From an optimization exercise on the open Yosys and OpenROAD flow, aimed at small area and a short achievable clock period; shortcuts taken in it are not production practice. Function was checked by simulation only, so behaviour that the tests miss may differ from the original. No activity file was given, so power comes from the tool's default toggle rates.

## invaders_top
module invaders_top #(
    parameter int ALIEN_COLS = 6,
    parameter int ALIEN_ROWS = 3
) (
    input  wire logic        clk,
    input  wire logic        reset,
    input  wire logic        frame_tick,
    input  wire logic        fire,
    input  wire logic        left,
    input  wire logic        right,
    input  wire logic        wb_cyc,
    input  wire logic        wb_stb,
    input  wire logic        wb_we,
    input  wire logic [2:0]  wb_adr,
    input  wire logic [31:0] wb_dat_w,
    output logic [31:0]      wb_dat_r,
    output logic             wb_ack
);
clock: 6.0 ns
lec_check: 0
abc_area: 1
cap_margin: 20
core_margin: 2
core_utilization: 40
cts_buf_list: sky130_fd_sc_hd__clkbuf_4 sky130_fd_sc_hd__clkbuf_8
place_density: 0.8
setup_slack_margin: 3.6
slew_margin: 20
standard.sh (not shown) runs the stock make flow with config.mk's settings and CLKGATE_MAP_FILE= SYNTH_SCRIPT=/design/flow/synth_recipe.tcl, a recipe that flattens the netlist after the stock synthesis.
==> flow/flow/run.sh <==
#!/bin/bash
# The standard layout (the standard.sh), with buf_4 cells as the port
# buffers instead of the delay cells buffer_ports picks by default.
set -euo pipefail
export BUFFER_PORTS_ARGS="-buffer_cell sky130_fd_sc_hd__buf_4"
bash standard.sh > standard.log 2>&1
Next try:
Settings changed: ABC_AREA 1 to unset, PLACE_DENSITY 0.8 to unset.
Worst hold slack stays flat.
Combinational power went up to 2.6 times its value.
Power went up by well over a third.

* * *

west:
Another version of the RTL of invaders_top (not shown whole).
Size in the first run: ~1500 cells after synthesis, roughly 150 flip-flops, about 11000 sq um of cells after synthesis.
Settings: LEC_CHECK=0, ABC_AREA=1, CAP_MARGIN=20, CORE_MARGIN=2, CORE_UTILIZATION=40, CTS_BUF_LIST=sky130_fd_sc_hd__clkbuf_4 sky130_fd_sc_hd__clkbuf_8, SETUP_SLACK_MARGIN=3.6, SLEW_MARGIN=20; clock period 6.0 ns.
Scripts as last shown in full above: flow/flow/run.sh
west finished every step from synthesis to the final layout, and the layout passed the timing, DRC and antenna checks.
## Diff of input files: east against west
# west
export LEC_CHECK = 0
export ABC_AREA = 1
export CAP_MARGIN = 20
export CORE_MARGIN = 2
export CORE_UTILIZATION = 40
export CTS_BUF_LIST = sky130_fd_sc_hd__clkbuf_4 sky130_fd_sc_hd__clkbuf_8
export SETUP_SLACK_MARGIN = 3.6
export SLEW_MARGIN = 20
create_clock -name core_clock -period 6.0 [get_ports {clk}]
# east
export LEC_CHECK = 0
export ABC_AREA = 1
export CAP_MARGIN = 20
export CORE_MARGIN = 2
export CORE_UTILIZATION = 40
export CTS_BUF_LIST = sky130_fd_sc_hd__clkbuf_4 sky130_fd_sc_hd__clkbuf_8
export SETUP_SLACK_MARGIN = 3.4
export SLEW_MARGIN = 20
create_clock -name core_clock -period 6.0 [get_ports {clk}]
### Flow results
east | status: complete | timing, DRC, antenna: pass
Cell area (east vs. west) decreases by a few percent
The higher routing usage on met3 came out of west.
[compare] base=west new=east: number of nets in the finished design decreased by about 2.5% relative to the old numbers; initial DRC count decreased by about 5.6% relative to the old numbers.
Diff west and east: buffers inserted during post-CTS setup optimization lower in east
Compared with west, east is the less power-hungry design.

* * *

job 4698:
Starting RTL as in the previous note.
Design invaders_top, start of the top module:
module invaders_top #(
    parameter int ALIEN_COLS = 6,
    parameter int ALIEN_ROWS = 3
) (
    input  wire logic        clk,
    input  wire logic        reset,
    input  wire logic        frame_tick,
    input  wire logic        fire,
    input  wire logic        left,
    input  wire logic        right,
    input  wire logic        wb_cyc,
    input  wire logic        wb_stb,
    input  wire logic        wb_we,
    input  wire logic [2:0]  wb_adr,
    input  wire logic [31:0] wb_dat_w,
    output logic [31:0]      wb_dat_r,
    output logic             wb_ack
);
    localparam logic [5:0] EXP_START = 6'd1;     
    localparam logic [5:0] EXP_DONE  = 6'd11;    
    function automatic logic ge_c(input logic [9:0] a, input logic [9:0] k);
        ge_c = 1'b1;
        for (int i = 0; i < 10; i++)
            ge_c = k[i] ? (a[i] && ge_c) : (a[i] || ge_c);
    endfunction
    function automatic logic le_c(input logic [9:0] a, input logic [9:0] k);
        le_c = 1'b1;
        for (int i = 0; i < 10; i++)
            le_c = k[i] ? (!a[i] || le_c) : (!a[i] && le_c);
    endfunction
    function automatic logic [10:0] carries(input logic [9:0] a, input logic [9:0] b, input logic cin);
        logic [9:0] g, p, gg, pp, gn, pn;
        g  = a & b;
        p  = a ^ b;
        gg = g;
        pp = p;
        gg[0] = g[0] | (p[0] & cin);
  ...
export LEC_CHECK = 0
export ABC_AREA = 1
export CAP_MARGIN = 20
export CORE_MARGIN = 2
export CORE_UTILIZATION = 40
export CTS_BUF_LIST = sky130_fd_sc_hd__clkbuf_4 sky130_fd_sc_hd__clkbuf_8
export SETUP_SLACK_MARGIN = 3.7
export SLEW_MARGIN = 20
create_clock -name core_clock -period 6.0 [get_ports {clk}]
Scripts as last shown in full above: flow/flow/run.sh
Job 4698: done, clean on timing, DRC and antenna
Inputs modified between job 4698 and job 1662:
- SETUP_SLACK_MARGIN: 3.7 -> 3.8
Notes after the runs:
Job 1662 finished end to end and its layout was clean on timing, DRC and antenna.
Delta (job 1662 minus job 4698): number of inverters outside the clock class in the layout has remained practically unchanged; non-clock buffer count went up; number of nets in the final layout went up; combinational power was more or less identical.
Job 4698 -> job 1662: wire length increased by a few percent
Job 1662 vs job 4698, end point of the critical path: drx[8] vs at_edge[4]

* * *

## wip/violet
invaders_top, a different RTL version from the one above (not shown whole).
Size: about 1400 cells after synthesis, roughly 77 I/O pins.
export LEC_CHECK = 0
export ABC_AREA = 1
export CAP_MARGIN = 20
export CORE_MARGIN = 2
export CORE_UTILIZATION = 40
export CTS_BUF_LIST = sky130_fd_sc_hd__clkbuf_4 sky130_fd_sc_hd__clkbuf_8
export SETUP_SLACK_MARGIN = 3
export SLEW_MARGIN = 20
create_clock -name core_clock -period 6.0 [get_ports {clk}]
Scripts as last shown in full above: flow/flow/run.sh
What wip/ember does differently from wip/violet at the input level:
# wip/violet
export LEC_CHECK = 0
export ABC_AREA = 1
export CAP_MARGIN = 20
export CORE_MARGIN = 2
export CORE_UTILIZATION = 40
export CTS_BUF_LIST = sky130_fd_sc_hd__clkbuf_4 sky130_fd_sc_hd__clkbuf_8
export SETUP_SLACK_MARGIN = 3
export SLEW_MARGIN = 20
create_clock -name core_clock -period 6.0 [get_ports {clk}]
# wip/ember
export LEC_CHECK = 0
export ABC_AREA = 1
export CAP_MARGIN = 20
export CORE_MARGIN = 2
export CORE_UTILIZATION = 60
export CTS_BUF_LIST = sky130_fd_sc_hd__clkbuf_4 sky130_fd_sc_hd__clkbuf_8
export CTS_CLUSTER_SIZE = 40
export SETUP_SLACK_MARGIN = 3.4
export SLEW_MARGIN = 20
create_clock -name core_clock -period 6.0 [get_ports {clk}]
## What came out
Relative to wip/violet, maximum frequency increased by 13% in wip/ember. Changes observed in wip/ember relative to wip/violet: final cell count now sits lower, largest driver fanout on the critical path now sits higher, combinational fraction of design power now sits higher, share of total power in sequential cells now sits lower, relative slew slack now sits lower.
What wip/cedar does differently from wip/ember at the input level:
# wip/ember
export LEC_CHECK = 0
export ABC_AREA = 1
export CAP_MARGIN = 20
export CORE_MARGIN = 2
export CORE_UTILIZATION = 60
export CTS_BUF_LIST = sky130_fd_sc_hd__clkbuf_4 sky130_fd_sc_hd__clkbuf_8
export CTS_CLUSTER_SIZE = 40
export SETUP_SLACK_MARGIN = 3.4
export SLEW_MARGIN = 20
create_clock -name core_clock -period 6.0 [get_ports {clk}]
# wip/cedar
export LEC_CHECK = 0
export ABC_AREA = 1
export CAP_MARGIN = 20
export CORE_MARGIN = 2
export CORE_UTILIZATION = 40
export CTS_BUF_LIST = sky130_fd_sc_hd__clkbuf_4 sky130_fd_sc_hd__clkbuf_8
export SETUP_SLACK_MARGIN = 3.8
export SLEW_MARGIN = 20
create_clock -name core_clock -period 6.0 [get_ports {clk}]
Notes after the runs:
- Changes observed in wip/cedar relative to wip/ember: clock share of power saw a decrease, global-route usage went down.
- Sort wip/ember and wip/cedar by portion of the layout cell area used by non-clock buffers asc -> top: wip/ember
- Diff wip/ember -> wip/cedar | peak per-stage delay on the critical path | increase of 0.03 ns
- The standard cells in wip/cedar occupy more silicon area than those in wip/ember do.
- Relative to wip/ember, the wire length of the first global-routing pass of wip/cedar is higher by 8.2%.
- wip/ember → wip/cedar: static leakage power rose 0.54 nW, first-iteration DRC count rose 106, non-filler instance count after layout rose 12%.
#### Input delta (wip/pepper over wip/cedar)
# wip/cedar
export LEC_CHECK = 0
export ABC_AREA = 1
export CAP_MARGIN = 20
export CORE_MARGIN = 2
export CORE_UTILIZATION = 40
export CTS_BUF_LIST = sky130_fd_sc_hd__clkbuf_4 sky130_fd_sc_hd__clkbuf_8
export SETUP_SLACK_MARGIN = 3.8
export SLEW_MARGIN = 20
create_clock -name core_clock -period 6.0 [get_ports {clk}]
# wip/pepper
export LEC_CHECK = 0
export ABC_AREA = 1
export CAP_MARGIN = 20
export CORE_MARGIN = 2
export CORE_UTILIZATION = 40
export CTS_BUF_LIST = sky130_fd_sc_hd__clkbuf_4 sky130_fd_sc_hd__clkbuf_8
export SETUP_SLACK_MARGIN = 3
export SLEW_MARGIN = 20
create_clock -name core_clock -period 6.0 [get_ports {clk}]
==> flow/run.sh (new file) <==
#!/bin/bash
# synth_recipe.tcl (not shown) runs the flow's synth.tcl, then flattens the netlist and writes it again
# the make line also repeats each setting of config.mk as NAME=value (left out here)
make -C /OpenROAD-flow-scripts/flow DESIGN_CONFIG=/design/flow/config.mk WORK_HOME=/design/flow/orfs CLKGATE_MAP_FILE= SYNTH_SCRIPT=/design/flow/synth_recipe.tcl finish
removed: flow/flow/run.sh
removed: flow/standard.sh
==> comparison <==
Summary of wip/pepper over wip/cedar: flip-flop and latch power up about 4%; number of setup violations in the final report flat. Sort wip/pepper and wip/cedar by met3 wire length asc -> top: wip/cedar. wip/pepper ended up with alive[3] as its capturing element of the worst setup path; wip/cedar ended up with drx[6].
What wip/willow does differently from wip/pepper at the input level:
# wip/pepper
export LEC_CHECK = 0
export ABC_AREA = 1
export CAP_MARGIN = 20
export CORE_MARGIN = 2
export CORE_UTILIZATION = 40
export CTS_BUF_LIST = sky130_fd_sc_hd__clkbuf_4 sky130_fd_sc_hd__clkbuf_8
export SETUP_SLACK_MARGIN = 3
export SLEW_MARGIN = 20
create_clock -name core_clock -period 6.0 [get_ports {clk}]
# wip/willow
export LEC_CHECK = 0
export ABC_AREA = 1
export CAP_MARGIN = 20
export CORE_MARGIN = 2
export CORE_UTILIZATION = 40
export CTS_BUF_LIST = sky130_fd_sc_hd__clkbuf_4 sky130_fd_sc_hd__clkbuf_8
export SETUP_SLACK_MARGIN = 3.6
export SLEW_MARGIN = 20
create_clock -name core_clock -period 6.0 [get_ports {clk}]
==> flow/flow/run.sh (new file) <==
#!/bin/bash
# The standard layout (the standard.sh), with buf_4 cells as the port
# buffers instead of the delay cells buffer_ports picks by default.
set -euo pipefail
export BUFFER_PORTS_ARGS="-buffer_cell sky130_fd_sc_hd__buf_4"
bash standard.sh > standard.log 2>&1
==> flow/standard.sh (new file) <==
#!/bin/bash
# synth_recipe.tcl (not shown) runs the flow's synth.tcl, then flattens the netlist and writes it again
# the make line also repeats each setting of config.mk as NAME=value (left out here)
make -C /OpenROAD-flow-scripts/flow DESIGN_CONFIG=/design/flow/config.mk WORK_HOME=/design/flow/orfs CLKGATE_MAP_FILE= SYNTH_SCRIPT=/design/flow/synth_recipe.tcl "${@:-finish}"
removed: flow/run.sh
--- outcome ---
Compared with wip/pepper, wip/willow shows a areal power density over the cells that is 19 nW/um^2 higher.
Worst hold slack across all endpoints: wip/willow vs wip/pepper down 0.0056 ns
wip/willow reports its path type of the worst setup path as reg -> reg while wip/pepper reports in -> reg.
Buffer count from post-CTS setup fixing, wip/willow and wip/pepper, lower one = wip/pepper.
wip/willow does worse than wip/pepper on wire length.
The standard cells in wip/willow occupy more silicon area than those in wip/pepper do.
Per the comparison of wip/willow with wip/pepper, routing usage on met2 down 0.30 points, buffering overhead now larger, overall routing resource usage has remained practically unchanged.
wip/pepper → wip/willow: routability-driven placement congestion ratio now sits lower, portion of the layout cell area used by clock cells now sits lower.
Edits applied to the flow inputs when going from wip/willow to wip/xenon:
# wip/willow
export LEC_CHECK = 0
export ABC_AREA = 1
export CAP_MARGIN = 20
export CORE_MARGIN = 2
export CORE_UTILIZATION = 40
export CTS_BUF_LIST = sky130_fd_sc_hd__clkbuf_4 sky130_fd_sc_hd__clkbuf_8
export SETUP_SLACK_MARGIN = 3.6
export SLEW_MARGIN = 20
create_clock -name core_clock -period 6.0 [get_ports {clk}]
# wip/xenon
export LEC_CHECK = 0
export ABC_AREA = 1
export CAP_MARGIN = 20
export CORE_MARGIN = 2
export CORE_UTILIZATION = 40
export SETUP_SLACK_MARGIN = 3
export SLEW_MARGIN = 20
create_clock -name core_clock -period 6.0 [get_ports {clk}]
==> flow/run.sh (new file) <==
#!/bin/bash
# synth_recipe.tcl (not shown) runs the flow's synth.tcl, then flattens the netlist and writes it again
# the make line also repeats each setting of config.mk as NAME=value (left out here)
make -C /OpenROAD-flow-scripts/flow DESIGN_CONFIG=/design/flow/config.mk WORK_HOME=/design/flow/orfs CLKGATE_MAP_FILE= SYNTH_SCRIPT=/design/flow/synth_recipe.tcl finish
removed: flow/flow/run.sh
removed: flow/standard.sh
[summary]
wip/xenon: all stages complete, timing, DRC and antenna checks passed
Compared with wip/willow, wip/xenon ends up with a smaller final cell area.
Number of standard cells in the final layout excluding fillers: higher on wip/willow
Highest clock rate of wip/xenon falls short of that of wip/willow by more than 10%.
Compared wip/willow against wip/xenon; number of top-level pins within noise.
Worst stage delay on the critical path in wip/xenon is 0.17 ns higher than in wip/willow

==> separate check: timing with driven ports <==
Ports are ideal in the flow. The routed layouts listed here were re-timed in OpenROAD. Step 1 assumes that a clkbuf_16 drives the clock port and a buf_2 every other input. Step 2 times the ports against the registers' clock, not the clock port: input delays grow and output delays shrink by t, the midpoint of the rising clock arrivals with the driver on. Slacks: ideal ports / drivers / drivers and shift; pairs: ideal ports / drivers.
run	t (ns)	setup WS [ns]	hold WS [ns]
the first run of note 1	0.518	3.562 / 3.562 / 3.190	0.436 / 0.436 / 0.436
the second run of note 1	0.508	3.310 / 3.310 / 3.129	0.437 / 0.437 / 0.437
west	0.516	3.668 / 3.668 / 3.249	0.442 / 0.442 / 0.442
east	0.508	3.504 / 3.504 / 3.209	0.445 / 0.445 / 0.445
job 4698	0.500	3.635 / 3.635 / 3.290	0.437 / 0.437 / 0.437
job 1662	0.520	3.621 / 3.621 / 3.399	0.442 / 0.442 / 0.442
wip/violet	0.512	3.167 / 3.167 / 2.773	0.440 / 0.440 / 0.440
wip/ember	0.520	3.482 / 3.495 / 2.980	0.441 / 0.441 / 0.441
wip/cedar	0.516	3.615 / 3.519 / 3.003	0.440 / 0.440 / 0.440
wip/pepper	0.523	3.014 / 3.021 / 2.498	0.443 / 0.443 / 0.443
wip/willow	0.521	3.604 / 3.579 / 3.058	0.438 / 0.438 / 0.438
wip/xenon	0.486	3.055 / 3.071 / 2.585	0.435 / 0.435 / 0.435
After both steps setup and hold are still met in every run listed. For wip/cedar, which loses most, drivers alone change the setup slack by -0.096 ns; drivers and shift together by -0.612 ns.
